Background: an optimization exercise with open tools, aiming at small area, a short achievable clock period and few clock cycles per item. Do not read the settings as production practice.

==> v8 <==
// exec_cluster
module exec_cluster (
  input  logic        clk,
  input  logic        rst_n,
  input  logic        in_valid,
  input  logic [6:0]  in_funct7,
  input  logic [2:0]  in_funct3,
  input  logic [31:0] in_a,
  input  logic [31:0] in_b,
  output logic        in_credit,
  input  logic        out_credit,
  output logic        out_valid,
  output logic [3:0]  out_tag,
  output logic [31:0] out_value
);
  logic        ir_v;
  logic        ir_md;
  logic [2:0]  ir_f3;
  logic [31:0] ir_a;
  logic [31:0] ir_b;
  logic        ir_sub, ir_left, ir_arith;
  logic        ir_add, ir_sh, ir_slt, ir_sltu, ir_xor, ir_or, ir_and;
  logic        d_md, d_alt;
  assign d_md  = (in_funct7 == 7'b0000001);
  assign d_alt = (in_funct7 == 7'b0100000);
  always_ff @(posedge clk) begin
    if (!rst_n) ir_v <= 1'b0;
    else        ir_v <= in_valid;
  end
  always_ff @(posedge clk) begin
    ir_md    <= d_md;
    ir_f3    <= in_funct3;
    ir_a     <= in_a;
    ir_b     <= in_b;
  ...
Settings: LEC_CHECK=0, CAP_MARGIN=20, CORE_MARGIN=2, CORE_UTILIZATION=40, PLACE_DENSITY=0.6, SETUP_SLACK_MARGIN=3.0, SLEW_MARGIN=20; clock period 8.0 ns.
run.sh (not shown) runs the stock make flow with config.mk's settings and CLKGATE_MAP_FILE= SYNTH_SCRIPT=/design/flow/synth_recipe.tcl, a recipe that flattens the netlist after the stock synthesis.
==> inputs of v36, as changes to v8 <==
--- a/flow/design.v
+++ b/flow/design.v
@@ -67,25 +67,25 @@
 module muldiv_lane (
   input  logic        clk,
   input  logic        rst_n,
   input  logic        start,
   input  logic [2:0]  ld_op,
   input  logic [31:0] ld_a,
   input  logic [31:0] ld_b,
-  input  logic [2:0]  ld_slot,
+  input  logic [1:0]  ld_slot,
   input  logic        ack,
   input  logic        sh_free,    
   input  logic [31:0] sh_y,       
   output logic        align_n,    
   output logic [4:0]  sh_amt,
   output logic [31:0] sh_v,
   output logic        free,
-  output logic [2:0]  slot_q,
+  output logic [1:0]  slot_q,
   output logic        fix_n,      
-  output logic [2:0]  slot_n,     
+  output logic [1:0]  slot_n,     
   output logic [6:0]  msel_n,     
   output logic [31:0] m0,         
   output logic [31:0] m1,
   output logic [31:0] m2,
   output logic [31:0] m3,
   output logic [31:0] m4,
   output logic [31:0] m5,
@@ -316,33 +316,24 @@
     ir_sh    <= !d_md && (in_funct3 == 3'd1 || in_funct3 == 3'd5);
     ir_slt   <= !d_md && (in_funct3 == 3'd2);
     ir_sltu  <= !d_md && (in_funct3 == 3'd3);
     ir_xor   <= !d_md && (in_funct3 == 3'd4);
     ir_or    <= !d_md && (in_funct3 == 3'd6);
     ir_and   <= !d_md && (in_funct3 == 3'd7);
   end
-  localparam int NS = 8;    
-  localparam int NQ = 4;    
-  logic [31:0] s_lo [NS];   
-  logic [NS-1:0] s_done;
-  logic [2:0]  wr_ptr;
+  logic [31:0] s_lo [4];    
+  logic [31:0] s_hi [4];    
+  logic [2:0]  s_op [4];    
+  logic [3:0]  s_done;
+  logic [3:0]  s_wait;      
+  logic [1:0]  wr_ptr;
   logic [2:0]  rd_ptr;      
-  logic [4:0]  cred;        
-  logic [3:0]  cup;         
-  logic [3:0]  inflight;    
-  logic [2:0]  npend;       
-  logic [NS-1:0] osel;      
+  logic [4:0]  cred;
+  logic [3:0]  osel;        
   logic [6:0]  omd;         
-  logic [31:0] q_b [NQ];
-  logic [2:0]  q_op [NQ];
-  logic [2:0]  q_slot [NQ];
-  logic [1:0]  qh, qt;
-  logic [2:0]  qn;
-  logic [NQ-1:0] qsel;      
-  logic [NS-1:0] asel;      
   logic [31:0] alu_y;
   logic        md_align_n;
   logic        xsh;         
   logic [4:0]  md_sh_amt;
   logic [31:0] md_sh_v;
   logic [31:0] sh_y;
   logic        sh_free;
@@ -367,47 +358,43 @@
     .xsh     (xsh),
     .xv      (md_sh_v),
     .xamt    (md_sh_amt),
     .y       (alu_y),
     .xy      (sh_y)
   );
   logic        md_free;
-  logic [2:0]  md_slot;
+  logic [1:0]  md_slot;
   logic        md_fix_n;
-  logic [2:0]  md_slot_n;
+  logic [1:0]  md_slot_n;
   logic [6:0]  md_msel_n;
   logic [31:0] mw [7];
   logic        md_start;
   logic        any_wait;
+  logic [1:0]  wait_idx;
+  logic [3:0]  wsel;        
   logic        ir_start;
-  logic        q_push;
-  logic        q_pop;
   logic [2:0]  ld_op;
   logic [31:0] ld_a;
   logic [31:0] ld_b;
-  logic [2:0]  ld_slot;
+  logic [1:0]  ld_slot;
   logic        head_fix;
   logic        emit;
-  assign any_wait = |qsel;
   assign ir_start = md_free && !any_wait && ir_v && ir_md;
   assign md_start = md_free && (any_wait || (ir_v && ir_md));
-  assign q_push   = ir_v && ir_md && !ir_start;
-  assign q_pop    = md_start && any_wait;
   always_comb begin
-    ld_op   = {3{!any_wait}} & ir_f3;
-    ld_a    = {32{!any_wait}} & ir_a;
-    ld_b    = {32{!any_wait}} & ir_b;
-    ld_slot = {3{!any_wait}} & wr_ptr;
-    for (int i = 0; i < NQ; i++) begin
-      ld_op   = ld_op   | ({3{qsel[i]}} & q_op[i]);
-      ld_b    = ld_b    | ({32{qsel[i]}} & q_b[i]);
-      ld_slot = ld_slot | ({3{qsel[i]}} & q_slot[i]);
+    ld_op = {3{!any_wait}} & ir_f3;
+    ld_a  = {32{!any_wait}} & ir_a;
+    ld_b  = {32{!any_wait}} & ir_b;
+    for (int i = 0; i < 4; i++) begin
+      ld_op = ld_op | ({3{wsel[i]}} & s_op[i]);
+      ld_a  = ld_a  | ({32{wsel[i]}} & s_lo[i]);
+      ld_b  = ld_b  | ({32{wsel[i]}} & s_hi[i]);
     end
-    for (int i = 0; i < NS; i++) ld_a = ld_a | ({32{asel[i]}} & s_lo[i]);
   end
+  assign ld_slot  = any_wait ? wait_idx : wr_ptr;
   muldiv_lane u_md (
     .clk    (clk),
     .rst_n  (rst_n),
     .start  (md_start),
     .ld_op  (ld_op),
     .ld_a   (ld_a),
     .ld_b   (ld_b),
@@ -427,78 +414,78 @@
     .m1     (mw[1]),
     .m2     (mw[2]),
     .m3     (mw[3]),
     .m4     (mw[4]),
     .m5     (mw[5]),
     .m6     (mw[6])
   );
+  logic [3:0]  s_wait_n;
   logic [2:0]  rd_ptr_n;
+  logic        any_wait_n;
+  logic [1:0]  wait_idx_n;
   logic        head_fix_n;
-  logic [1:0]  qh_n;
-  logic [2:0]  qn_n;
-  logic [2:0]  qslot_n;
   always_comb begin
+    for (int i = 0; i < 4; i++) begin
+      s_wait_n[i] = s_wait[i];
+      if (md_start && any_wait && wait_idx == 2'(i)) s_wait_n[i] = 1'b0;
+      if (ir_v && wr_ptr == 2'(i)) s_wait_n[i] = ir_md && !ir_start;
+    end
     rd_ptr_n   = rd_ptr + 3'(emit);
-    head_fix_n = md_fix_n && (md_slot_n == rd_ptr_n);
-    qh_n       = qh + 2'(q_pop);
-    qn_n       = qn + 3'(q_push) - 3'(q_pop);
-    qslot_n    = (q_push && qt == qh_n) ? wr_ptr : q_slot[qh_n];
+    any_wait_n = 1'b0;
+    wait_idx_n = rd_ptr_n[1:0];
+    for (int k = 3; k >= 0; k--) begin
+      if (s_wait_n[2'(rd_ptr_n[1:0] + 2'(k))]) begin
+        any_wait_n = 1'b1;
+        wait_idx_n = 2'(rd_ptr_n[1:0] + 2'(k));
+      end
+    end
+    head_fix_n = md_fix_n && (md_slot_n == rd_ptr_n[1:0]);
   end
   assign head_fix  = |omd;
-  assign emit      = (s_done[rd_ptr] || head_fix) && (cred != 5'd0);
+  assign emit      = (s_done[rd_ptr[1:0]] || head_fix) && (cred != 5'd0);
   assign out_valid = emit;
+  assign in_credit = emit;
   assign out_tag   = {1'b0, rd_ptr};
-  assign in_credit = ({1'b0, inflight} + {1'b0, cup} - 5'(emit) < 5'(NS)) &&
-                     ({1'b0, npend} + cup < 4'(NQ));
   always_comb begin
     out_value = 32'd0;
-    for (int i = 0; i < NS; i++) out_value = out_value | ({32{osel[i]}} & s_lo[i]);
+    for (int i = 0; i < 4; i++) out_value = out_value | ({32{osel[i]}} & s_lo[i]);
     for (int k = 0; k < 7; k++) out_value = out_value | ({32{omd[k]}} & mw[k]);
   end
   always_ff @(posedge clk) begin
     if (!rst_n) begin
-      wr_ptr   <= 3'd0;
+      wr_ptr   <= 2'd0;
       rd_ptr   <= 3'd0;
       cred     <= 5'd0;
-      cup      <= 4'd4;
-      inflight <= 4'd0;
-      npend    <= 3'd0;
-      s_done   <= '0;
-      osel     <= 8'b0000_0001;
+      s_done   <= 4'd0;
+      s_wait   <= 4'd0;
+      any_wait <= 1'b0;
+      wait_idx <= 2'd0;
+      wsel     <= 4'd0;
+      osel     <= 4'b0001;
       omd      <= 7'd0;
-      qh       <= 2'd0;
-      qt       <= 2'd0;
-      qn       <= 3'd0;
-      qsel     <= '0;
-      asel     <= '0;
     end else begin
+      s_wait   <= s_wait_n;
+      any_wait <= any_wait_n;
+      wait_idx <= wait_idx_n;
+      for (int i = 0; i < 4; i++) wsel[i] <= any_wait_n && (wait_idx_n == 2'(i));
       rd_ptr   <= rd_ptr_n;
       cred     <= cred + 5'(out_credit) - 5'(emit);
-      cup      <= cup - 4'(in_valid) + 4'(in_credit);
-      inflight <= inflight + 4'(in_valid) - 4'(emit);
-      npend    <= npend + 3'(in_valid && d_md) - 3'(md_start);
-      if (ir_v) wr_ptr <= wr_ptr + 3'd1;
-      for (int i = 0; i < NS; i++) begin
-        osel[i] <= !head_fix_n && (rd_ptr_n == 3'(i));
-        if (emit && rd_ptr == 3'(i)) s_done[i] <= 1'b0;
-        if (ir_v && wr_ptr == 3'(i)) s_done[i] <= !ir_md;
-        asel[i] <= (qn_n != 3'd0) && (qslot_n == 3'(i));
+      if (ir_v) wr_ptr <= wr_ptr + 2'd1;
+      for (int i = 0; i < 4; i++) begin
+        osel[i] <= !head_fix_n && (rd_ptr_n[1:0] == 2'(i));
+        if (emit && rd_ptr[1:0] == 2'(i)) s_done[i] <= 1'b0;
+        if (ir_v && wr_ptr == 2'(i)) s_done[i] <= !ir_md;
       end
       omd <= {7{head_fix_n}} & md_msel_n;
-      qh  <= qh_n;
-      qn  <= qn_n;
-      if (q_push) qt <= qt + 2'd1;
-      for (int i = 0; i < NQ; i++) qsel[i] <= (qn_n != 3'd0) && (qh_n == 2'(i));
     end
   end
   always_ff @(posedge clk) begin
-    for (int i = 0; i < NS; i++) begin
-      if (ir_v && wr_ptr == 3'(i)) s_lo[i] <= alu_y;
-    end
-    if (q_push) begin
-      q_b[qt]    <= ir_b;
-      q_op[qt]   <= ir_f3;
-      q_slot[qt] <= wr_ptr;
+    for (int i = 0; i < 4; i++) begin
+      if (ir_v && wr_ptr == 2'(i)) begin
+        s_lo[i] <= alu_y;
+        s_hi[i] <= ir_b;
+        s_op[i] <= ir_f3;
+      end
     end
   end
 endmodule
 `default_nettype wire
==> comparison table <==
| metric | v8 | v36 |
|---|---|---|
| Netlist area before placement | 0.0452 mm2 | 0.0379 mm2 |
| Synthesized-area fraction occupied by adder cells | 8.85% | 9.63% |
| Count of different cell masters after synthesis | 103 | 96 |
| Worst-path clk slew | 0.07 ns | 0.06 ns |
| Die ar. | 0.116 mm2 | 0.0972 mm2 |
| Placement-stage worst setup slack | 2.14 ns | 2.26 ns |
| Sink count of the clock tree | 684 | 515 |
| Initial DRC count | 6,768 | 6,344 |
| M1 WL | 73,300 um | 63,200 um |
| Synth Area in XOR/XNOR | 5.15% | 5.97% |
| Seq Cell Count | 684 | 515 |
| Result of the run | complete, no violations | complete, no violations |
| Share of synthesized area occupied by flip-flops and latches | 42.2% | 37.7% |
| Via count of the first global-routing pass | 37,800 | 33,200 |
| Post-layout minimum cycle time | 5.31 ns | 5.14 ns |
| Fraction of layout cells with a size suffix above 1 | 13.9% | 12.3% |
| Estimated wirelength of the detail-placed design | 136,000 um | 120,000 um |
| Critical-path maximum fanout | 3 | 5 |
| Floorplan core area | 0.112 mm2 | 0.0936 mm2 |
| Worst r2r path cells | 22 | 21 |
| Fraction of met3 tracks used by global routing | 9.14% | 10.6% |
No run of this note included a check of the RTL's function; only the layout flow was run.

[afterwards: timing with drivers on the ports]
Ports are ideal in the flow. The routed layouts listed here were re-timed in OpenROAD. Step 1 (the two cells are an assumption about what drives the block):
set clk [get_ports {clk}]
set_driving_cell -lib_cell sky130_fd_sc_hd__clkbuf_16 $clk
set_driving_cell -lib_cell sky130_fd_sc_hd__buf_2 [delete_from_list [all_inputs] $clk]
Step 2 times the ports against the registers' clock, not the clock port: input delays grow and output delays shrink by t, the midpoint of the rising clock arrivals with the driver on. a / b / c = ideal ports / drivers / drivers and shift; a / b = the first two.
run	t, ns	setup slack, ns	latest minus earliest clock arrival (ns)
v8	0.741	2.686 / 2.686 / 2.686	0.060 / 0.060
v36	0.713	2.860 / 2.860 / 2.860	0.073 / 0.073
After both steps setup and hold are still met in every run listed.
